What follows belongs to an exercise in optimizing a design on an open flow for small area; a production flow would make more cautious choices.
Only simulation tests tie the RTL to the original design; equivalence was not proved.

## flow/design.v (module list and top-level ports; edited modules follow where they fit)
// module conv3x3_channel_mac: 1973 lines
// module conv3x3_final_add: 30 lines
// module conv3x3_pp: 1734 lines
// module conv3x3_fa: 9 lines
// module rgb_conv3x3_engine: 119 lines
module rgb_conv3x3_engine
#(
  parameter int DATA_WIDTH   = rgb_conv_pkg::DATA_WIDTH,
  parameter int WEIGHT_WIDTH = rgb_conv_pkg::WEIGHT_WIDTH,
  parameter int ACC_WIDTH    = rgb_conv_pkg::ACC_WIDTH,
  parameter int IMAGE_SIZE   = 224
) (
  input  logic                         clk,
  input  logic                         rst,
  input  logic                         col_valid,
  input  logic [3*DATA_WIDTH-1:0]      col_r,
  input  logic [3*DATA_WIDTH-1:0]      col_g,
  input  logic [3*DATA_WIDTH-1:0]      col_b,
  input  logic                         wt_we,
  input  logic [4:0]                   wt_addr,
  input  logic [ACC_WIDTH-1:0]         wt_data,
  output logic signed [ACC_WIDTH-1:0]  conv_out,
  output logic                         conv_valid,
  output logic [7:0]                   out_row,
  output logic [7:0]                   out_col,
  output logic                         frame_done
);
  // ...
==> flow/flow/run.sh <==
#!/bin/bash
set -euo pipefail
export BUFFER_PORTS_ARGS="-buffer_cell sky130_fd_sc_hd__buf_1"
export CTS_ARGS="-sink_clustering_enable -repair_clock_nets -dont_use_dummy_load -buf_list sky130_fd_sc_hd__clkbuf_8 -sink_clustering_size 14 -sink_clustering_max_diameter 80"
bash standard.sh > flow_make.log 2>&1
==> flow/standard.sh <==
#!/bin/bash
# synth_recipe.tcl (not shown) runs the flow's synth.tcl, then flattens the netlist and writes it again
# the make line also repeats each setting of config.mk as NAME=value (left out here)
make -C /OpenROAD-flow-scripts/flow DESIGN_CONFIG=/design/flow/config.mk WORK_HOME=/design/flow/orfs CLKGATE_MAP_FILE= SYNTH_SCRIPT=/design/flow/synth_recipe.tcl "${@:-finish}"
==> flow/config.mk <==
export PLATFORM = sky130hd
export DESIGN_NAME = rgb_conv3x3_engine
export DESIGN_NICKNAME = rgb_conv3x3_engine
export VERILOG_FILES = /design/flow/design.v
export SDC_FILE = /design/flow/constraint.sdc
export NUM_CORES = 4
export LEC_CHECK = 0
export CAP_MARGIN = 20
export CORE_MARGIN = 2
export CORE_UTILIZATION = 70
export PLACE_DENSITY = 0.8
export SLEW_MARGIN = 20
export SYNTH_HIERARCHICAL = 1
export SYNTH_MINIMUM_KEEP_SIZE = 0
==> flow/constraint.sdc <==
create_clock -name core_clock -period 10.0 [get_ports {clk}]
set_input_delay 2.0000 -clock core_clock [delete_from_list [all_inputs] [get_ports {clk}]]
set_output_delay 2.0000 -clock core_clock [all_outputs]
set_load 0.01 [all_outputs]
==> impl_summary.log, run 1 <==
INFO  metric outcome = timing/DRC/antenna clean
INFO  metric rsz0062_at_grt = false
INFO  metric timing.critical_path.cells = nand2_1, fa_1, fa_1, fa_1, fa_1, fa_1, fa_1, fa_1, fa_1, fa_1, fa_1, fa_1, fa_1, fa_1, fa_1, fa_1
INFO  metric number_of_flip_flops_under_the_largest_register_name = 216
INFO  metric timing_worst_setup_path_type = flip-flop to flip-flop
INFO  metric die_y = 293 microns
INFO  metric timing.slew.headroom = 18.3%
INFO  metric cts.repair.resized = 0
INFO  metric synth-warning-count = 9
INFO  metric die_width = 293 microns
INFO  metric design.final.nets = 6,322
INFO  metric setup.worst_path.start = col1_g_q[13]$_DFFE_PP_
INFO  metric drc = 0
INFO  metric tritoncts = done
INFO  metric clock-root-buffer = sky130_fd_sc_hd__clkbuf_8
INFO  metric synthMuxAreaShare = 0%
INFO  metric period_share = 87.5%
INFO  metric core.rowCount = 106
INFO  metric grt_use_met1 = 71.7%
INFO  metric drive_above_1_share = 1.88%
INFO  metric holdPathEnd = res_q[3][10]$_DFF_P_
INFO  metric layout.sequential_cells = 516
INFO  metric n_antenna_cell = 20
INFO  metric setup_violations = 0
INFO  metric synth_largest_type_area_fraction = 59.0%
INFO  metric fin_ws = 1.25 ns
INFO  metric numPlacedInstances = 5,492
INFO  metric worstPathRequired = 10.61 ns
INFO  metric cts_max_path_buffers = 3
INFO  metric detailed_place_hpwl = 203 mm
INFO  metric routed_wire_length_per_instance = 42.9 microns
INFO  metric grt.met2_usage = 75.3%
INFO  metric worst_r2r_endpoint = cs_q[15]$_DFF_P_
INFO  metric total_count_of_hold_check_failures_in_the_final_report = 0
INFO  metric proportion_of_cell_area_occupied_by_multi_input_gates = 71.4%
INFO  metric mappedNetlistNets = 6,339
INFO  metric final.setup_skew = 0.103 ns
INFO  metric globalRoute.busiestLayer = met2
INFO  metric synth_commonest_cells = 1,726 x sky130_fd_sc_hd__fa_1, 1,580 x sky130_fd_sc_hd__nand2_1, 384 x sky130_fd_sc_hd__edfxtp_1
INFO  metric tightest_slew = 1.22 ns
INFO  metric synth.avg_cell_area = 13.1 sq um
INFO  metric register_area = 14,200 sq um
INFO  metric drt-total-wl = 239 mm
==> module conv3x3_final_add, before the edit <==
module conv3x3_final_add (
  input  logic [31:0] cs_i,
  output logic [23:0] sum_o
);
  wire hs0, hc0, hs1, hc1, hs2, hc2, hs3, hc3, hs4, hc4, hs5, hc5, hs6, hc6, hs7, hc7;
  wire hs8, hc8, hs9, hc9, hs10, hc10, hs11, hc11, hs12, hc12, hs13, hc13, hs14;
  conv3x3_fa u_hs0 (.a(cs_i[9]), .b(cs_i[24]), .c(cs_i[31]), .s(hs0), .co(hc0));
  conv3x3_fa u_hs1 (.a(cs_i[10]), .b(cs_i[25]), .c(hc0), .s(hs1), .co(hc1));
  assign hs2 = ~(cs_i[11] ^ hc1);
  assign hc2 = cs_i[11] | hc1;
  conv3x3_fa u_hs3 (.a(cs_i[12]), .b(cs_i[26]), .c(hc2), .s(hs3), .co(hc3));
  assign hs4 = ~(cs_i[13] ^ hc3);
  assign hc4 = cs_i[13] | hc3;
  conv3x3_fa u_hs5 (.a(cs_i[14]), .b(cs_i[27]), .c(hc4), .s(hs5), .co(hc5));
  assign hs6 = ~(cs_i[15] ^ hc5);
  assign hc6 = cs_i[15] | hc5;
  conv3x3_fa u_hs7 (.a(cs_i[16]), .b(cs_i[28]), .c(hc6), .s(hs7), .co(hc7));
  assign hs8 = ~(cs_i[17] ^ hc7);
  assign hc8 = cs_i[17] | hc7;
  conv3x3_fa u_hs9 (.a(cs_i[18]), .b(cs_i[29]), .c(hc8), .s(hs9), .co(hc9));
  conv3x3_fa u_hs10 (.a(cs_i[19]), .b(cs_i[30]), .c(hc9), .s(hs10), .co(hc10));
  assign hs11 = ~(cs_i[20] ^ hc10);
  assign hc11 = cs_i[20] | hc10;
  assign hs12 = ~(cs_i[21] ^ hc11);
  assign hc12 = cs_i[21] | hc11;
  assign hs13 = ~(cs_i[22] ^ hc12);
  assign hc13 = cs_i[22] | hc12;
  assign hs14 = ~(cs_i[23] ^ hc13);
  assign sum_o = ~{hs14, hs13, hs12, hs11, hs10, hs9, hs8, hs7, hs6, hs5, hs4, hs3, hs2, hs1, hs0, cs_i[8:0]};
endmodule
==> run 2: changes to the inputs <==
--- a/flow/design.v
+++ b/flow/design.v
@@ -1962,60 +1962,60 @@
   conv3x3_fa u_s3439 (.a(c3434), .b(c3436), .c(bias_n_i[19]), .s(s3439), .co(c3440));
   assign s3441 = bias_n_i[20] ^ c3440;
   assign c3442 = bias_n_i[20] & c3440;
   assign s3443 = bias_n_i[21] ^ c3442;
   assign c3444 = bias_n_i[21] & c3442;
   assign s3445 = bias_n_i[22] ^ c3444;
   assign c3446 = bias_n_i[22] & c3444;
   assign s3447 = 1'b0 ^ bias_n_i[23] ^ c3446;
-  assign s3448 = ~(s23 ^ s25);
-  assign c3449 = s23 | s25;
+  conv3x3_xnor u_s3448 (.a(s23), .b(s25), .y(s3448));
+  conv3x3_or u_c3449 (.a(s23), .b(s25), .y(c3449));
   conv3x3_fa u_s3450 (.a(s89), .b(s91), .c(c3449), .s(s3450), .co(c3451));
-  assign s3452 = ~(c3451 ^ s205);
-  assign c3453 = c3451 | s205;
+  conv3x3_xnor u_s3452 (.a(c3451), .b(s205), .y(s3452));
+  conv3x3_or u_c3453 (.a(c3451), .b(s205), .y(c3453));
   conv3x3_fa u_s3454 (.a(c3453), .b(s369), .c(s367), .s(s3454), .co(c3455));
   conv3x3_fa u_s3456 (.a(s585), .b(c3455), .c(s583), .s(s3456), .co(c3457));
-  assign s3458 = ~(c3457 ^ s855);
-  assign c3459 = c3457 | s855;
-  assign s3460 = ~(c3459 ^ s1179);
-  assign c3461 = c3459 | s1179;
+  conv3x3_xnor u_s3458 (.a(c3457), .b(s855), .y(s3458));
+  conv3x3_or u_c3459 (.a(c3457), .b(s855), .y(c3459));
+  conv3x3_xnor u_s3460 (.a(c3459), .b(s1179), .y(s3460));
+  conv3x3_or u_c3461 (.a(c3459), .b(s1179), .y(c3461));
   conv3x3_fa u_s3462 (.a(s1557), .b(c3461), .c(c1180), .s(s3462), .co(c3463));
   conv3x3_fa u_s3464 (.a(s1935), .b(c3463), .c(c1558), .s(s3464), .co(c3465));
   assign cs_o = {c3465, s3439, s3437, s3417, s3337, s3071, s2595, s2285, s3447, s3445, s3443, s3441, c3438, c3432, s3431, c3392, s3391, c3232, s3231, c2860, s2859, c2286, c1936, s3464, s3462, s3460, s3458, s3456, s3454, s3452, s3450, s3448};
 endmodule
 module conv3x3_final_add (
   input  logic [31:0] cs_i,
   output logic [23:0] sum_o
 );
   wire hs0, hc0, hs1, hc1, hs2, hc2, hs3, hc3, hs4, hc4, hs5, hc5, hs6, hc6, hs7, hc7;
   wire hs8, hc8, hs9, hc9, hs10, hc10, hs11, hc11, hs12, hc12, hs13, hc13, hs14;
   conv3x3_fa u_hs0 (.a(cs_i[9]), .b(cs_i[24]), .c(cs_i[31]), .s(hs0), .co(hc0));
   conv3x3_fa u_hs1 (.a(cs_i[10]), .b(cs_i[25]), .c(hc0), .s(hs1), .co(hc1));
-  assign hs2 = ~(cs_i[11] ^ hc1);
-  assign hc2 = cs_i[11] | hc1;
+  conv3x3_xor u_hs2 (.a(cs_i[11]), .b(hc1), .y(hs2));
+  conv3x3_or u_hc2 (.a(cs_i[11]), .b(hc1), .y(hc2));
   conv3x3_fa u_hs3 (.a(cs_i[12]), .b(cs_i[26]), .c(hc2), .s(hs3), .co(hc3));
-  assign hs4 = ~(cs_i[13] ^ hc3);
-  assign hc4 = cs_i[13] | hc3;
+  conv3x3_xor u_hs4 (.a(cs_i[13]), .b(hc3), .y(hs4));
+  conv3x3_or u_hc4 (.a(cs_i[13]), .b(hc3), .y(hc4));
   conv3x3_fa u_hs5 (.a(cs_i[14]), .b(cs_i[27]), .c(hc4), .s(hs5), .co(hc5));
-  assign hs6 = ~(cs_i[15] ^ hc5);
-  assign hc6 = cs_i[15] | hc5;
+  conv3x3_xor u_hs6 (.a(cs_i[15]), .b(hc5), .y(hs6));
+  conv3x3_or u_hc6 (.a(cs_i[15]), .b(hc5), .y(hc6));
   conv3x3_fa u_hs7 (.a(cs_i[16]), .b(cs_i[28]), .c(hc6), .s(hs7), .co(hc7));
-  assign hs8 = ~(cs_i[17] ^ hc7);
-  assign hc8 = cs_i[17] | hc7;
+  conv3x3_xor u_hs8 (.a(cs_i[17]), .b(hc7), .y(hs8));
+  conv3x3_or u_hc8 (.a(cs_i[17]), .b(hc7), .y(hc8));
   conv3x3_fa u_hs9 (.a(cs_i[18]), .b(cs_i[29]), .c(hc8), .s(hs9), .co(hc9));
   conv3x3_fa u_hs10 (.a(cs_i[19]), .b(cs_i[30]), .c(hc9), .s(hs10), .co(hc10));
-  assign hs11 = ~(cs_i[20] ^ hc10);
-  assign hc11 = cs_i[20] | hc10;
-  assign hs12 = ~(cs_i[21] ^ hc11);
-  assign hc12 = cs_i[21] | hc11;
-  assign hs13 = ~(cs_i[22] ^ hc12);
-  assign hc13 = cs_i[22] | hc12;
-  assign hs14 = ~(cs_i[23] ^ hc13);
-  assign sum_o = ~{hs14, hs13, hs12, hs11, hs10, hs9, hs8, hs7, hs6, hs5, hs4, hs3, hs2, hs1, hs0, cs_i[8:0]};
+  conv3x3_xor u_hs11 (.a(cs_i[20]), .b(hc10), .y(hs11));
+  conv3x3_or u_hc11 (.a(cs_i[20]), .b(hc10), .y(hc11));
+  conv3x3_xor u_hs12 (.a(cs_i[21]), .b(hc11), .y(hs12));
+  conv3x3_or u_hc12 (.a(cs_i[21]), .b(hc11), .y(hc12));
+  conv3x3_xor u_hs13 (.a(cs_i[22]), .b(hc12), .y(hs13));
+  conv3x3_or u_hc13 (.a(cs_i[22]), .b(hc12), .y(hc13));
+  conv3x3_xor u_hs14 (.a(cs_i[23]), .b(hc13), .y(hs14));
+  assign sum_o = {hs14, hs13, hs12, hs11, ~hs10, ~hs9, hs8, ~hs7, hs6, ~hs5, hs4, ~hs3, hs2, ~hs1, ~hs0, ~cs_i[8:0]};
 endmodule
 module conv3x3_pp (
   input  logic [215:0] pix_i,
   input  logic [215:0] wt_i,
   output logic [1727:0] pp_o
 );
   assign pp_o[0] = ~(pix_i[0] & wt_i[0]);
   assign pp_o[1] = ~(pix_i[0] & wt_i[1]);
@@ -3750,16 +3750,25 @@
   input  logic a,
   input  logic b,
   input  logic c,
   output logic s,
   output logic co
 );
   assign {co, s} = a + b + c;
 endmodule
+module conv3x3_xor (input logic a, input logic b, output logic y);
+  assign y = a ^ b;
+endmodule
+module conv3x3_xnor (input logic a, input logic b, output logic y);
+  assign y = ~(a ^ b);
+endmodule
+module conv3x3_or (input logic a, input logic b, output logic y);
+  assign y = a | b;
+endmodule
 module rgb_conv3x3_engine
 #(
   parameter int DATA_WIDTH   = rgb_conv_pkg::DATA_WIDTH,
   parameter int WEIGHT_WIDTH = rgb_conv_pkg::WEIGHT_WIDTH,
   parameter int ACC_WIDTH    = rgb_conv_pkg::ACC_WIDTH,
   parameter int IMAGE_SIZE   = 224
 ) (
   input  logic                         clk,
==> flow/config.mk (replaced) <==
export PLATFORM = sky130hd
export DESIGN_NAME = rgb_conv3x3_engine
export DESIGN_NICKNAME = rgb_conv3x3_engine
export VERILOG_FILES = /design/flow/design.v
export SDC_FILE = /design/flow/constraint.sdc
export NUM_CORES = 4
export LEC_CHECK = 0
export CAP_MARGIN = 20
export CORE_MARGIN = 2
export CORE_UTILIZATION = 45
export PLACE_DENSITY = 0.6
export SLEW_MARGIN = 20
export SYNTH_HIERARCHICAL = 1
export SYNTH_MINIMUM_KEEP_SIZE = 0
==> impl_summary.log, run 2 <==
INFO  metric grt_first_pass_wirelength = 361 mm
INFO  metric max_freq = 115 MHz
INFO  metric count_of_fill_cells_added_during_filler_insertion = 11,600
INFO  metric rsz0062_at_grt = false
INFO  metric final.setup_skew = 0.163 ns (+0.0598 ns)
INFO  metric clock-root-buffer = sky130_fd_sc_hd__clkbuf_8
INFO  metric die_width = 365 microns (+24%)
INFO  metric final_sum_of_negative_setup_slack = 0 ns
INFO  metric slowest_delay = 0.94 ns
INFO  metric report.final.slew_viol_count = 0
INFO  metric worstSkewPairLatency = 0.80 ns
INFO  metric synth.ff_latch_count = 516
INFO  metric end_kind = flip-flop
INFO  metric grt_max_degree = 75
INFO  metric numPortBuffers = 146
INFO  metric timing_worst_setup_path_type = flip-flop to flip-flop
INFO  metric layout.cells.most_common_list = 1,726 x sky130_fd_sc_hd__fa_1, 1,580 x sky130_fd_sc_hd__nand2_1, 384 x sky130_fd_sc_hd__edfxtp_1, 216 x sky130_fd_sc_hd__and2_1, 145 x sky130_fd_sc_hd__buf_1
INFO  metric synthesis_to_layout_area_growth = 4.15%
INFO  metric synth_area_leader_cell = sky130_fd_sc_hd__fa_1
INFO  metric synth-warning-count = 9 (unchanged)
INFO  metric timing.critical_path.from_type = flip-flop
INFO  metric post_route_ant_nets = 0
INFO  metric finish.instance_area = 61,000 sq um
INFO  metric drive_above_1_share = 2.06% (+0.18 points)
INFO  metric worstPathRequired = 10.63 ns (+0.02 ns)
INFO  metric initial_utilization = 45.3%
INFO  metric overflow = 0
INFO  metric timing.critical_path.cells = nand2_1, fa_1, fa_1, fa_1, fa_1, fa_1, fa_1, fa_1, fa_1, fa_1, fa_1, fa_1, fa_1, fa_1, fa_1
INFO  metric via_count_of_the_first_global_routing_pass = 41,400
INFO  metric synth_enable_flop_cells = 384
INFO  metric viasPerCell = 6.28
INFO  metric most_common_cell_after_layout_fill_and_taps_aside = sky130_fd_sc_hd__fa_1
INFO  metric drt-total-wl = 267 mm (+12%)
INFO  metric crit_slowest_cell = sky130_fd_sc_hd__edfxtp_1
INFO  metric period_share = 87.0% (-0.54 points)
INFO  metric ys_seq_area_share = 24.2%
INFO  metric synth_top_flop_cell = sky130_fd_sc_hd__edfxtp_1
INFO  metric hold_buffers = 0
INFO  metric total_count_of_hold_check_failures_in_the_final_report = 0 (unchanged)
INFO  metric timing.final.crit_period = 8.70 ns
INFO  metric tightest_slew = 1.27 ns (+0.0489 ns)
INFO  metric routed_wire_length_per_instance = 42.9 microns (about the same)
INFO  metric numClockSinks = 516
INFO  metric cts_setup_buffers = 0
INFO  metric synth.avg_cell_area = 13.1 sq um (+0.20%)
INFO  metric max_cap_violations = 0
INFO  metric design.final.nets = 6,309 (-0.21%)
INFO  metric register_to_register_setup_slack = 1.30 ns
INFO  metric setup_violations = 0 (unchanged)
INFO  metric syn_area = 58,500 sq um
INFO  metric cts_h_tree_depth = 2
INFO  metric io_pins = 147
INFO  metric top_regs = wt_q x216, res_q x72, cs_q x32
INFO  metric timing.critical_path.arrival = 9.32 ns
INFO  metric asyncSetResetFlopFracSynth = 0%
INFO  metric post_synth_inst_count = 4,471
INFO  metric place.gp.congestion = 1.14
INFO  metric core.rowCount = 132 (+25%)
INFO  metric mappedNetlistNets = 6,317 (-0.35%)
INFO  metric path_buf_inv = 0
INFO  metric cp_top_family = adder cells
INFO  metric cts.repair.resized = 0 (unchanged)
INFO  metric synth_most_common_cell = sky130_fd_sc_hd__fa_1
INFO  metric dieArea = 133,000 sq um
INFO  metric critical-path-top-cell-by-count = sky130_fd_sc_hd__fa_1
INFO  metric cts_max_path_buffers = 3 (unchanged)
INFO  metric global_route.usage.total = 41.5%
INFO  metric drt_iter0_markers = 6,068
INFO  metric synth_commonest_cells = 1,726 x sky130_fd_sc_hd__fa_1, 1,580 x sky130_fd_sc_hd__nand2_1, 384 x sky130_fd_sc_hd__edfxtp_1
INFO  metric hold_path_class = flip-flop to flip-flop
INFO  metric die_y = 365 microns (+24%)
INFO  metric synth_cell_types = 39
INFO  metric vias = 39,000
INFO  metric detailed_place_hpwl = 228 mm (+12%)
INFO  metric cp_max_fo = 10
INFO  metric cts_inserted_buffers = 49
INFO  metric outcome = timing/DRC/antenna clean
INFO  metric grt_antenna_before_repair = 17
INFO  metric drc = 0 (unchanged)
INFO  metric timing.slew.headroom = 15.1% (-3.3 points)
INFO  metric postPlaceCellArea = 60,300 sq um
INFO  metric cts.clk_slew.worst_paths = 0.09 ns
INFO  metric drt_first_pass_iters = 7
INFO  metric design.core.area = 129,000 sq um
INFO  metric number_of_flip_flops_under_the_largest_register_name = 216 (unchanged)
INFO  metric synth_largest_type_area_fraction = 59.0% (about the same)
INFO  metric synth.top_cells.by_area = sky130_fd_sc_hd__fa_1 59%, sky130_fd_sc_hd__edfxtp_1 20%, sky130_fd_sc_hd__nand2_1 10%
INFO  metric tritoncts = done
INFO  metric register_ranked_first_by_flip_flop_count = wt_q
run 2: cell count changes after synthesis, sizes merged:
cell,before,now
buf,226,234
ha,26,15
inv,61,31
or2,0,11
xnor2,4,7
xor2,5,13
run 2: cell type report:
cell class                 count  area (sq um)  area share [%]
tap                         1742          2180            3.57
antenna                       11          27.5          0.0451
multi-input combinational   3682         43000            70.5
timing repair buffer         183           842            1.38
clock buffer                  49           674            1.11
sequential                   516         14200            23.2
inverter                      31           116           0.191
run 2: through the flow:
step	setup WS, ns	util (%)	hold slack [ns]	cells
detailed placement	0.903	46.6	0.312	6154
CTS	1.36	47.1	0.332	6203
global route	1.16	47.1	0.335	6206
finish	1.30	47.2	0.326	6214
floorplan	2.03	-	0.310	4471
global placement	0.885	46.6	0.310	6154
run 2: per-layer routing:
metal  up-vias  GRT usage (%)  part of all wire, %
met5         -              0                0.043
met3       585           17.0                   15
met4        16           21.1                  6.4
met2      3346           58.1                   42
li1      13700              -                    -
met1     21400           55.7                   37
run 2: path summary, 6_finish.rpt:
path | startpoint | to | cells past startpoint
max | col1_g_q[13]$_DFFE_PP_ | cs_q[15]$_DFF_P_ | 15
min | res_q[1][15]$_DFF_P_ | res_q[2][15]$_DFF_P_ | 0
max reg2reg | col1_g_q[13]$_DFFE_PP_ | cs_q[15]$_DFF_P_ | 15
min reg2reg | res_q[1][15]$_DFF_P_ | res_q[2][15]$_DFF_P_ | 0
run 2: cells by family (layout without fill, tap and decap cells):
logic type / after synthesis / after routing / synth area share [%]
xor gates and xnor gates: 20 / 20 / 0.299
and+or+nand+nor: 1877 / 1877 / 13.3
buffers and inverters: 273 / 263 / 2.42
adders and majority gates: 1741 / 1741 / 59.3
AOI/OAI and AO/OA: 44 / 44 / 0.468
DFF: 516 / 516 / 24.2
other: 0 / 11 / 0
run 2: modules after synthesis (local to each module, per instance):
module               cells  area, sq um  times used
conv3x3_xnor             1         8.76           4
conv3x3_fa               1         20.0        1726
conv3x3_channel_mac     42          362           1
conv3x3_xor              1         8.76           8
conv3x3_final_add       24          120           1
conv3x3_or               1         6.26          11
conv3x3_pp            1918         7980           1
rgb_conv3x3_engine     738        15400           1
==> run 3: changes to the inputs <==
--- a/flow/config.mk
+++ b/flow/config.mk
@@ -8,6 +8,6 @@
 export CAP_MARGIN = 20
 export CORE_MARGIN = 2
-export CORE_UTILIZATION = 45
-export PLACE_DENSITY = 0.6
+export CORE_UTILIZATION = 70
+export PLACE_DENSITY = 0.8
 export SLEW_MARGIN = 20
 export SYNTH_HIERARCHICAL = 1
==> impl_summary.log, run 3 <==
INFO  metric timing.critical_path.cells = nand2_1, fa_1, fa_1, fa_1, fa_1, fa_1, fa_1, fa_1, fa_1, fa_1, fa_1, fa_1, fa_1, fa_1, fa_1, fa_1
INFO  metric worst_r2r_startpoint = col1_g_q[13]$_DFFE_PP_
INFO  metric grt_first_pass_wirelength = 337 mm (-6.6%)
INFO  metric layout.cells.most_common_list = 1,726 x sky130_fd_sc_hd__fa_1, 1,580 x sky130_fd_sc_hd__nand2_1, 384 x sky130_fd_sc_hd__edfxtp_1, 216 x sky130_fd_sc_hd__and2_1, 144 x sky130_fd_sc_hd__buf_1
INFO  metric timing_worst_setup_path_type = flip-flop to flip-flop
INFO  metric worstHoldPathCells = 0 (unchanged)
INFO  metric synth_enable_flop_cells = 384 (unchanged)
INFO  metric rr_worst_depth = 16 (+1)
INFO  metric hold_path_startpoint = res_q[1][16]$_DFF_P_
INFO  metric timing.slew.headroom = 10.9% (-4.2 points)
INFO  metric max_cap_violations = 0 (unchanged)
INFO  metric mappedNetlistNets = 6,317 (unchanged)
INFO  metric synth_commonest_cells = 1,726 x sky130_fd_sc_hd__fa_1, 1,580 x sky130_fd_sc_hd__nand2_1, 384 x sky130_fd_sc_hd__edfxtp_1
INFO  metric post_route_ant_nets = 0 (unchanged)
INFO  metric postPlaceCellArea = 59,300 sq um (-1.7%)
INFO  metric rsz0062_at_grt = false
INFO  metric final_sum_of_negative_setup_slack = 0 ns (unchanged)
INFO  metric place.gp.congestion = 1.17 (+2.9%)
INFO  metric total_count_of_hold_check_failures_in_the_final_report = 0 (unchanged)
INFO  metric hold_buffers = 0 (unchanged)
INFO  metric via_count_of_the_first_global_routing_pass = 43,600 (+5.4%)
INFO  metric max_freq = 116 MHz (+0.48%)
INFO  metric period_share = 86.6% (-0.42 points)
INFO  metric tritoncts = done
INFO  metric slowest_delay = 0.96 ns (+0.02 ns)
INFO  metric cts_setup_buffers = 0 (unchanged)
INFO  metric cts_inserted_buffers = 52 (+6.1%)
INFO  metric design.core.area = 83,300 sq um (-36%)
INFO  metric number_of_flip_flops_under_the_largest_register_name = 216 (unchanged)
INFO  metric outcome = timing/DRC/antenna clean
INFO  metric synth_top_flop_cell = sky130_fd_sc_hd__edfxtp_1
INFO  metric area_taken_by_multi_input_logic_gates = 43,000 sq um (about the same)
INFO  metric cts_h_tree_depth = 2 (unchanged)
INFO  metric most_common_cell_after_layout_fill_and_taps_aside = sky130_fd_sc_hd__fa_1
INFO  metric asyncSetResetFlopFracSynth = 0% (unchanged)
INFO  metric grt_antenna_before_repair = 21 (+4)
INFO  metric top_regs = wt_q x216, res_q x72, cs_q x32
INFO  metric viasPerCell = 7.35 (+17%)
INFO  metric clock-root-buffer = sky130_fd_sc_hd__clkbuf_8
INFO  metric wl_met2 = 96.1 mm (-14%)
INFO  metric timing.critical_path.arrival = 9.36 ns (+0.04 ns)
INFO  metric syn_area = 58,500 sq um (unchanged)
INFO  metric grt_max_degree = 70 (-6.7%)
INFO  metric detailed_place_hpwl = 205 mm (-9.8%)
INFO  metric core.rowCount = 106 (-20%)
INFO  metric worstPathRequired = 10.71 ns (+0.08 ns)
INFO  metric initial_utilization = 70.3% (+25 points)
INFO  metric synth.ff_latch_count = 516 (unchanged)
INFO  metric synth.top_cells.by_area = sky130_fd_sc_hd__fa_1 59%, sky130_fd_sc_hd__edfxtp_1 20%, sky130_fd_sc_hd__nand2_1 10%
INFO  metric synth_cell_types = 39 (unchanged)
INFO  metric tightest_slew = 1.34 ns (+0.0627 ns)
INFO  metric synthesis_to_layout_area_growth = 2.59%
INFO  metric synth_area_leader_cell = sky130_fd_sc_hd__fa_1
INFO  metric final.setup_skew = 0.121 ns (-0.0425 ns)
INFO  metric register_area = 14,200 sq um (unchanged)
INFO  metric synth_largest_type_area_fraction = 59.0% (unchanged)
INFO  metric cp_max_fo = 9 (-1)
INFO  metric timing.final.crit_period = 8.66 ns (-0.0419 ns)
INFO  metric worstSkewPairLatency = 0.85 ns (+0.05 ns)
INFO  metric holdPathEnd = res_q[2][16]$_DFF_P_
INFO  metric critical-path-top-cell-by-count = sky130_fd_sc_hd__fa_1
INFO  metric count_of_fill_cells_added_during_filler_insertion = 5,570 (-52%)
INFO  metric io_pins = 147 (unchanged)
INFO  metric register_ranked_first_by_flip_flop_count = wt_q
INFO  metric drt_iter0_markers = 6,966 (+15%)
INFO  metric finish.instance_area = 60,100 sq um (-1.5%)
INFO  metric numClockSinks = 516 (unchanged)
INFO  metric report.final.slew_viol_count = 0 (unchanged)
INFO  metric dieArea = 86,000 sq um (-35%)
INFO  metric met3_wirelength = 49.8 mm (+25%)
INFO  metric global_route.usage.total = 59.9% (+18 points)
INFO  metric die_width = 293 microns (-20%)
INFO  metric wl_met1 = 71.5 mm (-27%)
INFO  metric end_kind = flip-flop
INFO  metric worst_r2r_endpoint = cs_q[15]$_DFF_P_
INFO  metric crit_slowest_cell = sky130_fd_sc_hd__edfxtp_1
INFO  metric post_synth_inst_count = 4,471 (unchanged)
INFO  metric synth_most_common_cell = sky130_fd_sc_hd__fa_1
INFO  metric vias = 40,800 (+4.5%)
INFO  metric drt_first_pass_iters = 7 (unchanged)
INFO  metric design.final.nets = 6,291 (-0.29%)
INFO  metric setup_violations = 0 (unchanged)
INFO  metric cts.clk_slew.worst_paths = 0.11 ns (+0.02 ns)
INFO  metric finish.utilization = 72.1% (+25 points)
INFO  metric register_to_register_setup_slack = 1.34 ns (+0.04 ns)
INFO  metric ys_seq_area_share = 24.2% (unchanged)
INFO  metric cts_max_path_buffers = 3 (unchanged)
INFO  metric highest_routed_layer = met5
INFO  metric timing.critical_path.from_type = flip-flop
INFO  metric hold_path_class = flip-flop to flip-flop
INFO  metric routed_wire_length_per_instance = 44.3 microns (+3.1%)
INFO  metric synth.avg_cell_area = 13.1 sq um (unchanged)
INFO  metric drc = 0 (unchanged)
INFO  metric numPortBuffers = 146 (unchanged)
INFO  metric synth-warning-count = 9 (unchanged)
INFO  metric drive_above_1_share = 1.89% (-0.17 points)
INFO  metric die_y = 293 microns (-20%)
INFO  metric cts.repair.resized = 0 (unchanged)
INFO  metric drt-total-wl = 245 mm (-8.0%)
INFO  metric overflow = 0 (unchanged)
==> run 3: cell types whose count changed in the layout (fill, tap and decap cells not counted), moves of 3 or more <==
| cell | previous run | this run |
|---|---|---|
| sky130_fd_sc_hd__clkbuf_8 | 49 | 52 |
| sky130_fd_sc_hd__diode_2 | 11 | 21 |
| sky130_fd_sc_hd__inv_2 | 1 | 7 |
| sky130_fd_sc_hd__buf_4 | 36 | 16 |
| sky130_fd_sc_hd__inv_1 | 30 | 22 |
==> run 3: kinds of logic after synthesis <==
logic type,synth area share (%)
AOI/OAI and AO/OA,0.468
xor gates and xnor gates,0.299
DFF,24.2
and+or+nand+nor,13.3
buffers and inverters,2.42
adders and majority gates,59.3
==> run 3: critical path, delay by kind of cell, from the launching register on <==
kind | cells | cell delay (ns)
DFF | 1 | 0.96
and+or+nand+nor | 1 | 0.25
adders and majority gates | 15 | 7.28
==> run 3: per-stage QoR <==
step                hold WS (ns)  std cells  setup WS [ns]
floorplan                  0.310       4471           2.03
global placement           0.310       5471           1.15
detailed placement         0.312       5471           1.14
CTS                        0.310       5523           1.47
global route               0.325       5529           1.26
finish                     0.307       5544           1.34
==> run 3: area by class of cell <==
type | instances | share of cell area [%]
Inverter | 31 | 0.200
Tap cell | 1080 | 2.25
Timing Repair Buffer | 162 | 1.12
Antenna cell | 21 | 0.0875
Sequential cell | 516 | 23.6
Multi-Input combinational cell | 3682 | 71.6
Clock buffer | 52 | 1.19
==> run 3: worst max-delay path by stage <==
stage	from	endpoint	slack, ns	cells past startpoint
floorplan	col_b[2]	cs_q[15]$_DFF_P_	2.03	14
global placement	col_r[8]	cs_q[13]$_DFF_P_	1.15	14
detailed placement	col_r[8]	cs_q[13]$_DFF_P_	1.14	14
CTS	col1_r_q[5]$_DFFE_PP_	cs_q[15]$_DFF_P_	1.47	16
global route	col1_g_q[13]$_DFFE_PP_	cs_q[15]$_DFF_P_	1.26	16
finish	col1_g_q[13]$_DFFE_PP_	cs_q[15]$_DFF_P_	1.34	16
==> run 3: metal layers <==
metal	vias up	GRT usage [%]
li1	13700	-
met1	20800	71.6
met2	5049	77.3
met3	1231	36.0
met4	28	48.3
met5	-	5.62
==> run 3: Yosys stat by module, one instance, submodules excluded <==
module               cells inside  flops+latches  times used  cell area, sq um
rgb_conv3x3_engine            738            516           1             15400
conv3x3_pp                   1918              0           1              7980
conv3x3_channel_mac            42              0           1               362
conv3x3_final_add              24              0           1               120
conv3x3_fa                      1              0        1726              20.0
conv3x3_xnor                    1              0           4              8.76
conv3x3_xor                     1              0           8              8.76
conv3x3_or                      1              0          11              6.26
==> run 4: changes to the inputs <==
--- a/flow/config.mk
+++ b/flow/config.mk
@@ -8,6 +8,6 @@
 export CAP_MARGIN = 20
 export CORE_MARGIN = 2
-export CORE_UTILIZATION = 70
-export PLACE_DENSITY = 0.8
+export CORE_UTILIZATION = 80
+export PLACE_DENSITY = 0.88
 export SLEW_MARGIN = 20
 export SYNTH_HIERARCHICAL = 1
==> impl_summary.log, run 4 <==
INFO  metric outcome = timing/DRC/antenna clean
INFO  metric synth_cell_types = 39 (unchanged)
INFO  metric total_count_of_hold_check_failures_in_the_final_report = 0 (unchanged)
INFO  metric grt.met2_usage = 81.1% (+3.8 points)
INFO  metric timing.critical_path.arrival = 9.48 ns (+0.12 ns)
INFO  metric initial_utilization = 80.5% (+10 points)
INFO  metric syn_area = 58,500 sq um (unchanged)
INFO  metric globalRoute.busiestLayer = met2
INFO  metric cts_max_path_buffers = 3 (unchanged)
INFO  metric grt_use_met1 = 74.2% (+2.6 points)
INFO  metric routed_wire_length_per_instance = 42.9 microns (-3.1%)
INFO  metric timing_worst_setup_path_type = flip-flop to flip-flop
INFO  metric tritoncts = done
INFO  metric grt_max_degree = 60 (-14%)
INFO  metric dieArea = 75,400 sq um (-12%)
INFO  metric synth_largest_type_area_fraction = 59.0% (unchanged)
INFO  metric layoutNonFillerInstCount = 5,414 (-2.3%)
INFO  metric cts.clk_slew.worst_paths = 0.10 ns (about the same)
INFO  metric grt_antenna_before_repair = 16 (-24%)
INFO  metric cts_inserted_buffers = 46 (-12%)
INFO  metric die_y = 275 microns (-6.4%)
INFO  metric asyncSetResetFlopFracSynth = 0% (unchanged)
INFO  metric rsz0062_at_grt = false
INFO  metric mappedNetlistNets = 6,317 (unchanged)
INFO  metric top_regs = wt_q x216, res_q x72, cs_q x32
INFO  metric most_common_cell_after_layout_fill_and_taps_aside = sky130_fd_sc_hd__fa_1
INFO  metric drive_above_1_share = 1.69% (-0.20 points)
INFO  metric synth.avg_cell_area = 13.1 sq um (unchanged)
INFO  metric hold_buffers = 0 (unchanged)
INFO  metric via_count_of_the_first_global_routing_pass = 45,000 (+3.1%)
INFO  metric overflow = 0 (unchanged)
INFO  metric timing.slew.headroom = 18.3% (+7.4 points)
INFO  metric report.final.slew_viol_count = 0 (unchanged)
INFO  metric synth_top_flop_cell = sky130_fd_sc_hd__edfxtp_1
INFO  metric cts_setup_buffers = 0 (unchanged)
INFO  metric numPlacedInstances = 5,348 (-2.2%)
INFO  metric final.setup_skew = 0.107 ns (-0.0138 ns)
INFO  metric period_share = 89.2% (+2.6 points)
INFO  metric cts_h_tree_depth = 2 (unchanged)
INFO  metric worstPathRequired = 10.56 ns (-0.15 ns)
INFO  metric setup_violations = 0 (unchanged)
INFO  metric die_width = 275 microns (-6.4%)
INFO  metric synth.top_cells.by_area = sky130_fd_sc_hd__fa_1 59%, sky130_fd_sc_hd__edfxtp_1 20%, sky130_fd_sc_hd__nand2_1 10%
INFO  metric numPortBuffers = 146 (unchanged)
INFO  metric detailed_place_hpwl = 190 mm (-7.6%)
INFO  metric tightest_slew = 1.23 ns (-0.111 ns)
INFO  metric number_of_flip_flops_under_the_largest_register_name = 216 (unchanged)
INFO  metric viasPerCell = 7.79 (+6.0%)
INFO  metric finish.instance_area = 59,800 sq um (-0.39%)
INFO  metric design.final.nets = 6,284 (-0.11%)
INFO  metric synth_commonest_cells = 1,726 x sky130_fd_sc_hd__fa_1, 1,580 x sky130_fd_sc_hd__nand2_1, 384 x sky130_fd_sc_hd__edfxtp_1
INFO  metric cts.repair.resized = 0 (unchanged)
INFO  metric drt_iter0_markers = 8,829 (+27%)
INFO  metric timing.final.crit_period = 8.92 ns (+0.264 ns)
INFO  metric layout.cells.most_common_list = 1,726 x sky130_fd_sc_hd__fa_1, 1,580 x sky130_fd_sc_hd__nand2_1, 384 x sky130_fd_sc_hd__edfxtp_1, 216 x sky130_fd_sc_hd__and2_1, 145 x sky130_fd_sc_hd__buf_1
INFO  metric synthesis_to_layout_area_growth = 2.19%
INFO  metric drt_first_pass_iters = 13 (+6)
INFO  metric max_freq = 112 MHz (-3.0%)
INFO  metric core.rowCount = 99 (-6.6%)
INFO  metric synth.ff_latch_count = 516 (unchanged)
INFO  metric timing.critical_path.from_type = flip-flop
INFO  metric ys_seq_area_share = 24.2% (unchanged)
INFO  metric final_sum_of_negative_setup_slack = 0 ns (unchanged)
INFO  metric synth_area_leader_cell = sky130_fd_sc_hd__fa_1
INFO  metric global_route.usage.total = 65.9% (+5.9 points)
INFO  metric drt-total-wl = 232 mm (-5.4%)
INFO  metric cp_max_fo = 9 (unchanged)
INFO  metric drc = 0 (unchanged)
INFO  metric max_cap_violations = 0 (unchanged)
INFO  metric place.gp.congestion = 1.21 (+3.5%)
INFO  metric postPlaceCellArea = 59,100 sq um (-0.29%)
INFO  metric io_pins = 147 (unchanged)
INFO  metric global_route.usage.met3 = 48.6% (+13 points)
INFO  metric end_kind = flip-flop
INFO  metric design.core.area = 72,700 sq um (-13%)
INFO  metric clock-root-buffer = sky130_fd_sc_hd__clkbuf_8
INFO  metric fin_ws = 1.08 ns (-0.264 ns)
INFO  metric synth_enable_flop_cells = 384 (unchanged)
INFO  metric register_ranked_first_by_flip_flop_count = wt_q
INFO  metric hold_path_class = flip-flop to flip-flop
INFO  metric finish.utilization = 82.3% (+10 points)
INFO  metric synth_most_common_cell = sky130_fd_sc_hd__fa_1
INFO  metric fin_worst_hold_slack = 0.320 ns (+0.0134 ns)
INFO  metric grt_first_pass_wirelength = 326 mm (-3.3%)
INFO  metric numClockSinks = 516 (unchanged)
INFO  metric post_synth_inst_count = 4,471 (unchanged)
INFO  metric post_route_ant_nets = 0 (unchanged)
INFO  metric worstSkewPairLatency = 0.76 ns (-0.09 ns)
INFO  metric vias = 42,200 (+3.5%)
INFO  metric placement.setup.worst_slack = 1.21 ns (+0.0696 ns)
INFO  metric synth-warning-count = 9 (unchanged)
[run 4: per-layer routing]
metal / vias to the layer above / wire [microns]
li1: 13600 / -
met5: - / 1900
met4: 44 / 30000
met2: 5841 / 86800
met3: 1839 / 51900
met1: 20800 / 61600
[run 4: critical path, cell delays in order, from the launching register on]
cell and delay [ns]:
sky130_fd_sc_hd__edfxtp_1 1.03, sky130_fd_sc_hd__nand2_1 0.20, sky130_fd_sc_hd__fa_1 0.54, sky130_fd_sc_hd__fa_1 0.58, sky130_fd_sc_hd__fa_1 0.64, sky130_fd_sc_hd__fa_1 0.47, sky130_fd_sc_hd__fa_1 0.46, sky130_fd_sc_hd__fa_1 0.57
sky130_fd_sc_hd__fa_1 0.50, sky130_fd_sc_hd__fa_1 0.54, sky130_fd_sc_hd__fa_1 0.44, sky130_fd_sc_hd__fa_1 0.43, sky130_fd_sc_hd__fa_1 0.45, sky130_fd_sc_hd__fa_1 0.49, sky130_fd_sc_hd__fa_1 0.44, sky130_fd_sc_hd__fa_1 0.45
sky130_fd_sc_hd__fa_1 0.47
[run 4: final timing paths]
path,startpoint,to,slack [ns],depth (start not counted)
setup / recovery,col1_g_q[9]$_DFFE_PP_,cs_q[15]$_DFF_P_,1.08,16
hold / removal,res_q[2][2]$_DFF_P_,res_q[3][2]$_DFF_P_,0.32,0
setup reg to reg,col1_g_q[9]$_DFFE_PP_,cs_q[15]$_DFF_P_,1.08,16
hold reg to reg,res_q[2][2]$_DFF_P_,res_q[3][2]$_DFF_P_,0.32,0
[run 4: kinds of logic after synthesis]
kind of cell / after synthesis / synth area share (%)
adders and majority gates: 1741 / 59.3
and+or+nand+nor: 1877 / 13.3
xor gates and xnor gates: 20 / 0.299
DFF: 516 / 24.2
buffers and inverters: 273 / 2.42
AOI/OAI and AO/OA: 44 / 0.468
[run 4: modules after synthesis, one instance, submodules excluded, excerpt]
module	area, sq um	flops+latches	copies in the design
rgb_conv3x3_engine	15400	516	1
conv3x3_channel_mac	362	0	1
conv3x3_final_add	120	0	1
conv3x3_fa	20.0	0	1726
conv3x3_xnor	8.76	0	4
conv3x3_or	6.26	0	11
[run 4: layout make-up]
type	instances	area [sq um]
clock buffer	46	633
timing repair buffer	161	677
fill	3871	12900
inverter	31	125
sequential	516	14200
antenna	19	47.5
multi-input combinational	3682	43000
tap	959	1200
==> module rgb_conv3x3_engine, before the edit <==
module rgb_conv3x3_engine
#(
  parameter int DATA_WIDTH   = rgb_conv_pkg::DATA_WIDTH,
  parameter int WEIGHT_WIDTH = rgb_conv_pkg::WEIGHT_WIDTH,
  parameter int ACC_WIDTH    = rgb_conv_pkg::ACC_WIDTH,
  parameter int IMAGE_SIZE   = 224
) (
  input  logic                         clk,
  input  logic                         rst,
  input  logic                         col_valid,
  input  logic [3*DATA_WIDTH-1:0]      col_r,
  input  logic [3*DATA_WIDTH-1:0]      col_g,
  input  logic [3*DATA_WIDTH-1:0]      col_b,
  input  logic                         wt_we,
  input  logic [4:0]                   wt_addr,
  input  logic [ACC_WIDTH-1:0]         wt_data,
  output logic signed [ACC_WIDTH-1:0]  conv_out,
  output logic                         conv_valid,
  output logic [7:0]                   out_row,
  output logic [7:0]                   out_col,
  output logic                         frame_done
);
  localparam logic [7:0] LAST_COL = 8'(IMAGE_SIZE - 1);
  localparam logic [7:0] LAST_OUT = 8'(IMAGE_SIZE - 3);
  logic [3*DATA_WIDTH-1:0] col0_r_q, col0_g_q, col0_b_q;
  logic [3*DATA_WIDTH-1:0] col1_r_q, col1_g_q, col1_b_q;
  logic [7:0] in_col_q;
  logic       eligible;
  logic [WEIGHT_WIDTH-1:0] wt_q [rgb_conv_pkg::NUM_TAPS];
  logic [ACC_WIDTH-1:0]    bias_n_q;      
  logic [rgb_conv_pkg::NUM_TAPS*DATA_WIDTH-1:0]   pix;
  logic [rgb_conv_pkg::NUM_TAPS*WEIGHT_WIDTH-1:0] wv;
  logic [rgb_conv_pkg::CS_WIDTH-1:0] mac_cs, cs_q;
  logic [ACC_WIDTH-1:0] mac_sum;
  logic [ACC_WIDTH-1:0] res_q [1:3];
  logic [3:0]           vld_q;
  logic [7:0]           out_row_q, out_col_q;
  assign eligible = col_valid && (in_col_q >= 8'd2);
  always_comb begin
    for (int ch = 0; ch < 3; ch++) begin
      for (int ky = 0; ky < 3; ky++) begin
        for (int kx = 0; kx < 3; kx++) begin
          wv[rgb_conv_pkg::tap_idx(ch, ky, kx)*WEIGHT_WIDTH +: WEIGHT_WIDTH] =
            wt_q[rgb_conv_pkg::tap_idx(ch, ky, kx)];
        end
      end
    end
    for (int ky = 0; ky < 3; ky++) begin
      pix[rgb_conv_pkg::tap_idx(0, ky, 0)*DATA_WIDTH +: DATA_WIDTH] = col0_r_q[ky*DATA_WIDTH +: DATA_WIDTH];
      pix[rgb_conv_pkg::tap_idx(0, ky, 1)*DATA_WIDTH +: DATA_WIDTH] = col1_r_q[ky*DATA_WIDTH +: DATA_WIDTH];
      pix[rgb_conv_pkg::tap_idx(0, ky, 2)*DATA_WIDTH +: DATA_WIDTH] = col_r[ky*DATA_WIDTH +: DATA_WIDTH];
      pix[rgb_conv_pkg::tap_idx(1, ky, 0)*DATA_WIDTH +: DATA_WIDTH] = col0_g_q[ky*DATA_WIDTH +: DATA_WIDTH];
      pix[rgb_conv_pkg::tap_idx(1, ky, 1)*DATA_WIDTH +: DATA_WIDTH] = col1_g_q[ky*DATA_WIDTH +: DATA_WIDTH];
      pix[rgb_conv_pkg::tap_idx(1, ky, 2)*DATA_WIDTH +: DATA_WIDTH] = col_g[ky*DATA_WIDTH +: DATA_WIDTH];
      pix[rgb_conv_pkg::tap_idx(2, ky, 0)*DATA_WIDTH +: DATA_WIDTH] = col0_b_q[ky*DATA_WIDTH +: DATA_WIDTH];
      pix[rgb_conv_pkg::tap_idx(2, ky, 1)*DATA_WIDTH +: DATA_WIDTH] = col1_b_q[ky*DATA_WIDTH +: DATA_WIDTH];
      pix[rgb_conv_pkg::tap_idx(2, ky, 2)*DATA_WIDTH +: DATA_WIDTH] = col_b[ky*DATA_WIDTH +: DATA_WIDTH];
    end
  end
  conv3x3_channel_mac u_mac (.pix_i(pix), .wt_i(wv), .bias_n_i(bias_n_q), .cs_o(mac_cs));
  conv3x3_final_add u_add (.cs_i(cs_q), .sum_o(mac_sum));
  always_ff @(posedge clk) begin
    if (col_valid) begin
      col0_r_q <= col1_r_q;
      col0_g_q <= col1_g_q;
      col0_b_q <= col1_b_q;
      col1_r_q <= col_r;
      col1_g_q <= col_g;
      col1_b_q <= col_b;
    end
  end
  logic [ACC_WIDTH-1:0] wdat;
  logic [rgb_conv_pkg::NUM_TAPS:0] wen;
  assign wdat = wt_data & {ACC_WIDTH{~rst}};
  always_comb begin
    for (int t = 0; t <= rgb_conv_pkg::NUM_TAPS; t++) wen[t] = rst || (wt_we && wt_addr == 5'(t));
  end
  always_ff @(posedge clk) begin
    for (int t = 0; t < rgb_conv_pkg::NUM_TAPS; t++) begin
      if (wen[t]) wt_q[t] <= wdat[WEIGHT_WIDTH-1:0];
    end
    if (wen[rgb_conv_pkg::BIAS_ADDR]) bias_n_q <= ~wdat;
  end
  always_ff @(posedge clk) begin
    if (rst) begin
      in_col_q <= '0;
    end else if (col_valid) begin
      in_col_q <= (in_col_q == LAST_COL) ? 8'd0 : in_col_q + 8'd1;
    end
  end
  always_ff @(posedge clk) begin
    cs_q     <= mac_cs;
    res_q[1] <= mac_sum;
    res_q[2] <= res_q[1];
    res_q[3] <= res_q[2];
  end
  always_ff @(posedge clk) begin
    if (rst) vld_q <= '0;
    else     vld_q <= {vld_q[2:0], eligible};
  end
  always_ff @(posedge clk) begin
    if (rst) begin
      out_row_q <= LAST_OUT;
      out_col_q <= LAST_OUT;
    end else if (vld_q[2]) begin
      if (out_col_q == LAST_OUT) begin
        out_col_q <= '0;
        out_row_q <= (out_row_q == LAST_OUT) ? 8'd0 : out_row_q + 8'd1;
      end else begin
        out_col_q <= out_col_q + 8'd1;
      end
    end
  end
  assign conv_out   = res_q[3];
  assign conv_valid = vld_q[3];
  assign out_row    = out_row_q;
  assign out_col    = out_col_q;
  assign frame_done = vld_q[3] && (out_row_q == LAST_OUT) && (out_col_q == LAST_OUT);
endmodule
==> run 5: changes to the inputs <==
--- a/flow/design.v
+++ b/flow/design.v
@@ -3799,5 +3799,5 @@
   logic [rgb_conv_pkg::CS_WIDTH-1:0] mac_cs, cs_q;
   logic [ACC_WIDTH-1:0] mac_sum;
-  logic [ACC_WIDTH-1:0] res_q [1:3];
+  logic [ACC_WIDTH-1:0] res1_q, res2_q, res3_q;
   logic [3:0]           vld_q;
   logic [7:0]           out_row_q, out_col_q;
@@ -3857,7 +3857,7 @@
   always_ff @(posedge clk) begin
     cs_q     <= mac_cs;
-    res_q[1] <= mac_sum;
-    res_q[2] <= res_q[1];
-    res_q[3] <= res_q[2];
+    res1_q   <= mac_sum;
+    res2_q   <= res1_q;
+    res3_q   <= res2_q;
   end
   always_ff @(posedge clk) begin
@@ -3878,5 +3878,5 @@
     end
   end
-  assign conv_out   = res_q[3];
+  assign conv_out   = res3_q;
   assign conv_valid = vld_q[3];
   assign out_row    = out_row_q;
==> impl_summary.log, run 5 <==
INFO  metric final_sum_of_negative_setup_slack = 0 ns (unchanged)
INFO  metric design.core.area = 72,700 sq um (unchanged)
INFO  metric synth-warning-count = 8 (-1)
INFO  metric outcome = timing/DRC/antenna clean
INFO  metric worstSkewPairLatency = 0.76 ns (about the same)
INFO  metric tritoncts = done
INFO  metric viasPerCell = 7.79 (unchanged)
INFO  metric synth_top_flop_cell = sky130_fd_sc_hd__edfxtp_1
INFO  metric vias = 42,200 (unchanged)
INFO  metric end_kind = flip-flop
INFO  metric detailed_place_hpwl = 190 mm (unchanged)
INFO  metric hold_buffers = 0 (unchanged)
INFO  metric timing.final.crit_period = 8.92 ns (unchanged)
INFO  metric tightest_slew = 1.23 ns (unchanged)
INFO  metric cts_h_tree_depth = 2 (unchanged)
INFO  metric fin_ws = 1.08 ns (unchanged)
INFO  metric place.gp.congestion = 1.21 (unchanged)
INFO  metric rr_worst_depth = 16 (unchanged)
INFO  metric io_pins = 147 (unchanged)
INFO  metric synth_area_leader_cell = sky130_fd_sc_hd__fa_1
INFO  metric synth_enable_flop_cells = 384 (unchanged)
INFO  metric post_route_ant_nets = 0 (unchanged)
INFO  metric final.setup_skew = 0.107 ns (unchanged)
INFO  metric die_width = 275 microns (unchanged)
INFO  metric finish.instance_area = 59,800 sq um (unchanged)
INFO  metric max_cap_violations = 0 (unchanged)
INFO  metric most_common_cell_after_layout_fill_and_taps_aside = sky130_fd_sc_hd__fa_1
INFO  metric register_ranked_first_by_flip_flop_count = wt_q
INFO  metric number_of_flip_flops_under_the_largest_register_name = 216 (unchanged)
INFO  metric register_to_register_setup_slack = 1.08 ns (about the same)
INFO  metric dieArea = 75,400 sq um (unchanged)
INFO  metric numClockSinks = 516 (unchanged)
INFO  metric timing.critical_path.from_type = flip-flop
INFO  metric worst_r2r_endpoint = cs_q[15]$_DFF_P_
INFO  metric report.final.slew_viol_count = 0 (unchanged)
INFO  metric via_count_of_the_first_global_routing_pass = 45,000 (unchanged)
INFO  metric numPortBuffers = 146 (unchanged)
INFO  metric mappedNetlistNets = 6,317 (unchanged)
INFO  metric synth.ff_latch_count = 516 (unchanged)
INFO  metric initial_utilization = 80.5% (unchanged)
INFO  metric ys_seq_area_share = 24.2% (unchanged)
INFO  metric routed_wire_length_per_instance = 42.9 microns (unchanged)
INFO  metric cts.clk_slew.worst_paths = 0.10 ns (about the same)
INFO  metric layout.cells.most_common_list = 1,726 x sky130_fd_sc_hd__fa_1, 1,580 x sky130_fd_sc_hd__nand2_1, 384 x sky130_fd_sc_hd__edfxtp_1, 216 x sky130_fd_sc_hd__and2_1, 145 x sky130_fd_sc_hd__buf_1
INFO  metric synth_cell_types = 39 (unchanged)
INFO  metric grt_max_degree = 60 (unchanged)
INFO  metric postPlaceCellArea = 59,100 sq um (unchanged)
INFO  metric max_freq = 112 MHz (unchanged)
INFO  metric timing.critical_path.arrival = 9.48 ns (about the same)
INFO  metric hold_path_class = flip-flop to flip-flop
INFO  metric cts.repair.resized = 0 (unchanged)
INFO  metric placement.setup.worst_slack = 1.21 ns (unchanged)
INFO  metric cts_setup_buffers = 0 (unchanged)
INFO  metric post_synth_inst_count = 4,471 (unchanged)
INFO  metric holdPathEnd = res3_q[2]$_DFF_P_
INFO  metric grt_first_pass_wirelength = 326 mm (unchanged)
INFO  metric cts_max_path_buffers = 3 (unchanged)
INFO  metric setup_violations = 0 (unchanged)
INFO  metric drt-total-wl = 232 mm (unchanged)
INFO  metric drt_first_pass_iters = 13 (unchanged)
INFO  metric hold_path_startpoint = res2_q[2]$_DFF_P_
INFO  metric numPlacedInstances = 5,348 (unchanged)
INFO  metric synth.avg_cell_area = 13.1 sq um (unchanged)
INFO  metric global_route.usage.total = 65.9% (unchanged)
INFO  metric rsz0062_at_grt = false
INFO  metric grt_antenna_before_repair = 16 (unchanged)
INFO  metric period_share = 89.2% (unchanged)
INFO  metric worstPathRequired = 10.56 ns (about the same)
INFO  metric synth_most_common_cell = sky130_fd_sc_hd__fa_1
INFO  metric synth_commonest_cells = 1,726 x sky130_fd_sc_hd__fa_1, 1,580 x sky130_fd_sc_hd__nand2_1, 384 x sky130_fd_sc_hd__edfxtp_1
INFO  metric design.final.nets = 6,284 (unchanged)
INFO  metric cts_inserted_buffers = 46 (unchanged)
INFO  metric worst_r2r_startpoint = col1_g_q[9]$_DFFE_PP_
INFO  metric drt_iter0_markers = 8,829 (unchanged)
INFO  metric syn_area = 58,500 sq um (unchanged)
INFO  metric synth.top_cells.by_area = sky130_fd_sc_hd__fa_1 59%, sky130_fd_sc_hd__edfxtp_1 20%, sky130_fd_sc_hd__nand2_1 10%
INFO  metric overflow = 0 (unchanged)
INFO  metric timing_worst_setup_path_type = flip-flop to flip-flop
INFO  metric worstHoldPathCells = 0 (unchanged)
INFO  metric total_count_of_hold_check_failures_in_the_final_report = 0 (unchanged)
INFO  metric synthesis_to_layout_area_growth = 2.19% (unchanged)
INFO  metric drc = 0 (unchanged)
INFO  metric die_y = 275 microns (unchanged)
INFO  metric clock-root-buffer = sky130_fd_sc_hd__clkbuf_8
INFO  metric layoutNonFillerInstCount = 5,414 (unchanged)
INFO  metric drive_above_1_share = 1.69% (unchanged)
INFO  metric top_regs = wt_q x216, cs_q x32
INFO  metric cp_max_fo = 9 (unchanged)
INFO  metric synth_largest_type_area_fraction = 59.0% (unchanged)
INFO  metric core.rowCount = 99 (unchanged)
INFO  metric timing.slew.headroom = 18.3% (unchanged)
INFO  metric asyncSetResetFlopFracSynth = 0% (unchanged)
-- run 5: cell counts in the layout (fill, tap and decap cells not counted) --
Identical to the previous run, type by type.
-- run 5: worst max path at each step --
stage	from	to	slack, ns
final	col1_g_q[9]$_DFFE_PP_	cs_q[15]$_DFF_P_	1.08
after global routing	col1_g_q[9]$_DFFE_PP_	cs_q[15]$_DFF_P_	0.99
after CTS	col1_g_q[11]$_DFFE_PP_	cs_q[15]$_DFF_P_	1.46
after detailed placement	col_g[3]	cs_q[15]$_DFF_P_	1.21
after global placement	col_g[3]	cs_q[13]$_DFF_P_	1.30
after floorplan	col_b[2]	cs_q[15]$_DFF_P_	2.03
-- run 5: modules after synthesis, one instance, submodules excluded --
module | copies in the design | cells inside | cell area [sq um]
conv3x3_channel_mac | 1 | 42 | 362
conv3x3_xor | 8 | 1 | 8.76
conv3x3_xnor | 4 | 1 | 8.76
conv3x3_final_add | 1 | 24 | 120
conv3x3_or | 11 | 1 | 6.26
conv3x3_fa | 1726 | 1 | 20.0
conv3x3_pp | 1 | 1918 | 7980
rgb_conv3x3_engine | 1 | 738 | 15400
-- run 5: kinds of logic after synthesis --
family          count (synthesis)  share of synthesized area (%)
simple gates                 1877                           13.3
fa+ha+maj                    1741                           59.3
flops                         516                           24.2
buf+inv                       273                           2.42
compound gates                 44                          0.468
xor+xnor                       20                          0.299
-- run 5: critical path, cell delays in order, from the launching register on --
cell and delay (ns):
sky130_fd_sc_hd__edfxtp_1 1.03, sky130_fd_sc_hd__nand2_1 0.20, sky130_fd_sc_hd__fa_1 0.54, sky130_fd_sc_hd__fa_1 0.58, sky130_fd_sc_hd__fa_1 0.64, sky130_fd_sc_hd__fa_1 0.47
sky130_fd_sc_hd__fa_1 0.46, sky130_fd_sc_hd__fa_1 0.57, sky130_fd_sc_hd__fa_1 0.50, sky130_fd_sc_hd__fa_1 0.54, sky130_fd_sc_hd__fa_1 0.44, sky130_fd_sc_hd__fa_1 0.43
sky130_fd_sc_hd__fa_1 0.45, sky130_fd_sc_hd__fa_1 0.49, sky130_fd_sc_hd__fa_1 0.44, sky130_fd_sc_hd__fa_1 0.45, sky130_fd_sc_hd__fa_1 0.47
-- run 5: stage by stage --
stage	utilization (%)	hold WS, ns
2_1_floorplan	-	0.310
3_3_place_gp	81.3	0.310
3_5_place_dp	81.3	0.313
4_1_cts	82.2	0.311
5_1_grt	82.2	0.333
6_report	82.3	0.320
-- run 5: area by class of cell --
class	instances	area [sq um]
inverters	31	125
flip-flops and latches	516	14200
multi-input cells	3682	43000
clock buffers	46	633
fillers	3871	12900
repair buffers	161	677
well taps	959	1200
diodes	19	47.5
-- run 5: metal layers --
metal | GRT usage (%) | wire length, microns | vias to the layer above
met1 | 74.2 | 61600 | 20800
met3 | 48.6 | 51900 | 1839
met5 | 15.7 | 1900 | -
met2 | 81.1 | 86800 | 5841
met4 | 55.2 | 30000 | 44
li1 | - | - | 13600
==> run 6: changes to the inputs <==
==> flow/flow/run.sh (replaced) <==
#!/bin/bash
set -euo pipefail
export BUFFER_PORTS_ARGS="-buffer_cell sky130_fd_sc_hd__buf_1"
export CTS_ARGS="-sink_clustering_enable -repair_clock_nets -dont_use_dummy_load -buf_list sky130_fd_sc_hd__clkbuf_8 -sink_clustering_size 12 -sink_clustering_max_diameter 70"
bash standard.sh > flow_make.log 2>&1
--- a/flow/config.mk
+++ b/flow/config.mk
@@ -8,6 +8,6 @@
 export CAP_MARGIN = 20
 export CORE_MARGIN = 2
-export CORE_UTILIZATION = 80
-export PLACE_DENSITY = 0.88
+export CORE_UTILIZATION = 70
+export PLACE_DENSITY = 0.8
 export SLEW_MARGIN = 20
 export SYNTH_HIERARCHICAL = 1
==> impl_summary.log, run 6 <==
INFO  metric detailed_place_hpwl = 205 mm (+8.2%)
INFO  metric tightest_slew = 1.32 ns (+0.0958 ns)
INFO  metric grt_antenna_before_repair = 17 (+1)
INFO  metric vias = 41,000 (-2.8%)
INFO  metric hold_path_class = flip-flop to flip-flop
INFO  metric place.gp.congestion = 1.17 (-3.4%)
INFO  metric slowest_delay = 0.83 ns (-0.20 ns)
INFO  metric drc = 0 (unchanged)
INFO  metric core.rowCount = 106 (+7.1%)
INFO  metric synth.avg_cell_area = 13.1 sq um (unchanged)
INFO  metric timing.final.crit_period = 8.64 ns (-0.280 ns)
INFO  metric top_regs = wt_q x216, cs_q x32
INFO  metric viasPerCell = 7.39 (-5.1%)
INFO  metric initial_utilization = 70.3% (-10 points)
INFO  metric synthesis_to_layout_area_growth = 2.80%
INFO  metric max_freq = 116 MHz (+3.2%)
INFO  metric critical-path-top-cell-by-count = sky130_fd_sc_hd__fa_1
INFO  metric synth_commonest_cells = 1,726 x sky130_fd_sc_hd__fa_1, 1,580 x sky130_fd_sc_hd__nand2_1, 384 x sky130_fd_sc_hd__edfxtp_1
INFO  metric cts_max_path_buffers = 3 (unchanged)
INFO  metric tritoncts = done
INFO  metric setup_violations = 0 (unchanged)
INFO  metric final.setup_skew = 0.109 ns (+0.00246 ns)
INFO  metric synth_top_flop_cell = sky130_fd_sc_hd__edfxtp_1
INFO  metric most_common_cell_after_layout_fill_and_taps_aside = sky130_fd_sc_hd__fa_1
INFO  metric design.core.area = 83,300 sq um (+15%)
INFO  metric crit_slowest_cell = sky130_fd_sc_hd__edfxtp_1
INFO  metric die_width = 293 microns (+6.8%)
INFO  metric clock-root-buffer = sky130_fd_sc_hd__clkbuf_8
INFO  metric drt_iter0_markers = 7,289 (-17%)
INFO  metric hold_buffers = 0 (unchanged)
INFO  metric synth_cell_types = 39 (unchanged)
INFO  metric timing.critical_path.arrival = 9.33 ns (-0.15 ns)
INFO  metric total_count_of_hold_check_failures_in_the_final_report = 0 (unchanged)
INFO  metric ys_seq_area_share = 24.2% (unchanged)
INFO  metric post_synth_inst_count = 4,471 (unchanged)
INFO  metric cts_h_tree_depth = 2 (unchanged)
INFO  metric grt_first_pass_wirelength = 338 mm (+3.4%)
INFO  metric dieArea = 86,000 sq um (+14%)
INFO  metric drive_above_1_share = 2.09% (+0.40 points)
INFO  metric grt_max_degree = 70 (+17%)
INFO  metric global_route.usage.total = 59.9% (-6.0 points)
INFO  metric fin_worst_hold_slack = 0.278 ns (-0.0427 ns)
INFO  metric outcome = timing/DRC/antenna clean
INFO  metric synth_largest_type_area_fraction = 59.0% (unchanged)
INFO  metric timing.critical_path.from_type = flip-flop
INFO  metric rsz0062_at_grt = false
INFO  metric synth_area_leader_cell = sky130_fd_sc_hd__fa_1
-- run 6: cells by family after synthesis --
| family | count (synthesis) | share of synthesized area (%) |
|---|---|---|
| AOI/OAI and AO/OA | 44 | 0.468 |
| xor gates and xnor gates | 20 | 0.299 |
| adders and majority gates | 1741 | 59.3 |
| buffers and inverters | 273 | 2.42 |
| DFF | 516 | 24.2 |
| and+or+nand+nor | 1877 | 13.3 |
-- run 6: per-stage QoR --
step | utilization, % | setup WS, ns | instance area (sq um) | cells
finish | 72.3 | 1.36 | 60200 | 5546
global route | 72.2 | 1.30 | 60200 | 5540
CTS | 72.2 | 1.48 | 60100 | 5530
detailed placement | 71.2 | 1.14 | 59300 | 5471
global placement | 71.2 | 1.15 | 59300 | 5471
floorplan | - | 2.03 | 58500 | 4471
-- run 6: area by class of cell --
cell class	instances	area, sq um
Multi-Input combinational cell	3682	43000
Clock buffer	59	812
Timing Repair Buffer	164	713
Antenna cell	14	35.0
Inverter	31	120
Tap cell	1080	1350
Sequential cell	516	14200
Fill cell	5550	23100
-- run 6: worst paths after layout --
path,slack [ns],cells past startpoint,end,start
max,1.36,16,cs_q[15]$_DFF_P_,col1_r_q[9]$_DFFE_PP_
min,0.28,0,res2_q[0]$_DFF_P_,res1_q[0]$_DFF_P_
max reg2reg,1.36,16,cs_q[15]$_DFF_P_,col1_r_q[9]$_DFFE_PP_
min reg2reg,0.28,0,res2_q[0]$_DFF_P_,res1_q[0]$_DFF_P_
-- run 6: per-module statistics from Yosys (local to each module, per instance), a selection --
module               copies in the design  area [sq um]  flops+latches
conv3x3_fa                           1726          20.0              0
conv3x3_xor                             8          8.76              0
conv3x3_or                             11          6.26              0
conv3x3_channel_mac                     1           362              0
conv3x3_final_add                       1           120              0
conv3x3_xnor                            4          8.76              0
-- run 6: worst max-delay path: cells and delay by family, from the launching register on --
family / cells / cell delay (ns)
flops: 1 / 0.83
fa+ha+maj: 15 / 7.45
simple gates: 1 / 0.19
-- run 6: per-layer routing --
metal / vias to the layer above / share of wire, % / global-route usage (%)
met4: 12 / 11 / 48.3
met2: 5194 / 39 / 77.3
met5: - / 0.17 / 3.23
met1: 20900 / 29 / 72.3
li1: 13700 / - / -
met3: 1249 / 20 / 35.3

port drivers added, routing unchanged:
The flow's constraints put no driver on any port. The routed layouts listed below were extracted and timed again, unchanged, in two steps.
Step 1 (the two cells are an assumption about what drives the block):
set clk [get_ports {clk}]
set_driving_cell -lib_cell sky130_fd_sc_hd__clkbuf_16 $clk
set_driving_cell -lib_cell sky130_fd_sc_hd__buf_2 [delete_from_list [all_inputs] $clk]
Step 2 times the ports against the registers' clock, not the clock port: input delays grow and output delays shrink by t, the midpoint of the rising clock arrivals with the driver on.
Three values: ideal ports, drivers, drivers and shift; two values: the first two.
| run | t, ns | setup slack, ns | hold WS [ns] | latest minus earliest clock arrival (ns) | slew at the worst register clock pin (ns) |
|---|---|---|---|---|---|
| run 1 | 0.831 | 1.248 / 1.248 / 1.089 | 0.330 / 0.330 / 0.330 | 0.110 / 0.110 | 0.11 / 0.11 |
| run 2 | 0.810 | 1.302 / 1.302 / 0.805 | 0.326 / 0.326 / 0.326 | 0.174 / 0.173 | 0.11 / 0.11 |
| run 3 | 0.871 | 1.344 / 1.344 / 1.003 | 0.307 / 0.307 / 0.307 | 0.131 / 0.131 | 0.11 / 0.11 |
| run 4 | 0.781 | 1.080 / 1.080 / 0.990 | 0.320 / 0.320 / 0.320 | 0.107 / 0.107 | 0.12 / 0.12 |
| run 5 | 0.781 | 1.080 / 1.080 / 0.990 | 0.320 / 0.320 / 0.320 | 0.107 / 0.107 | 0.12 / 0.12 |
| run 6 | 0.853 | 1.359 / 1.359 / 1.009 | 0.278 / 0.278 / 0.278 | 0.114 / 0.114 | 0.10 / 0.10 |
After both steps setup and hold are still met in every run listed. For run 2, which loses most, drivers alone change the setup slack by 0.000 ns; drivers and shift together by -0.497 ns.
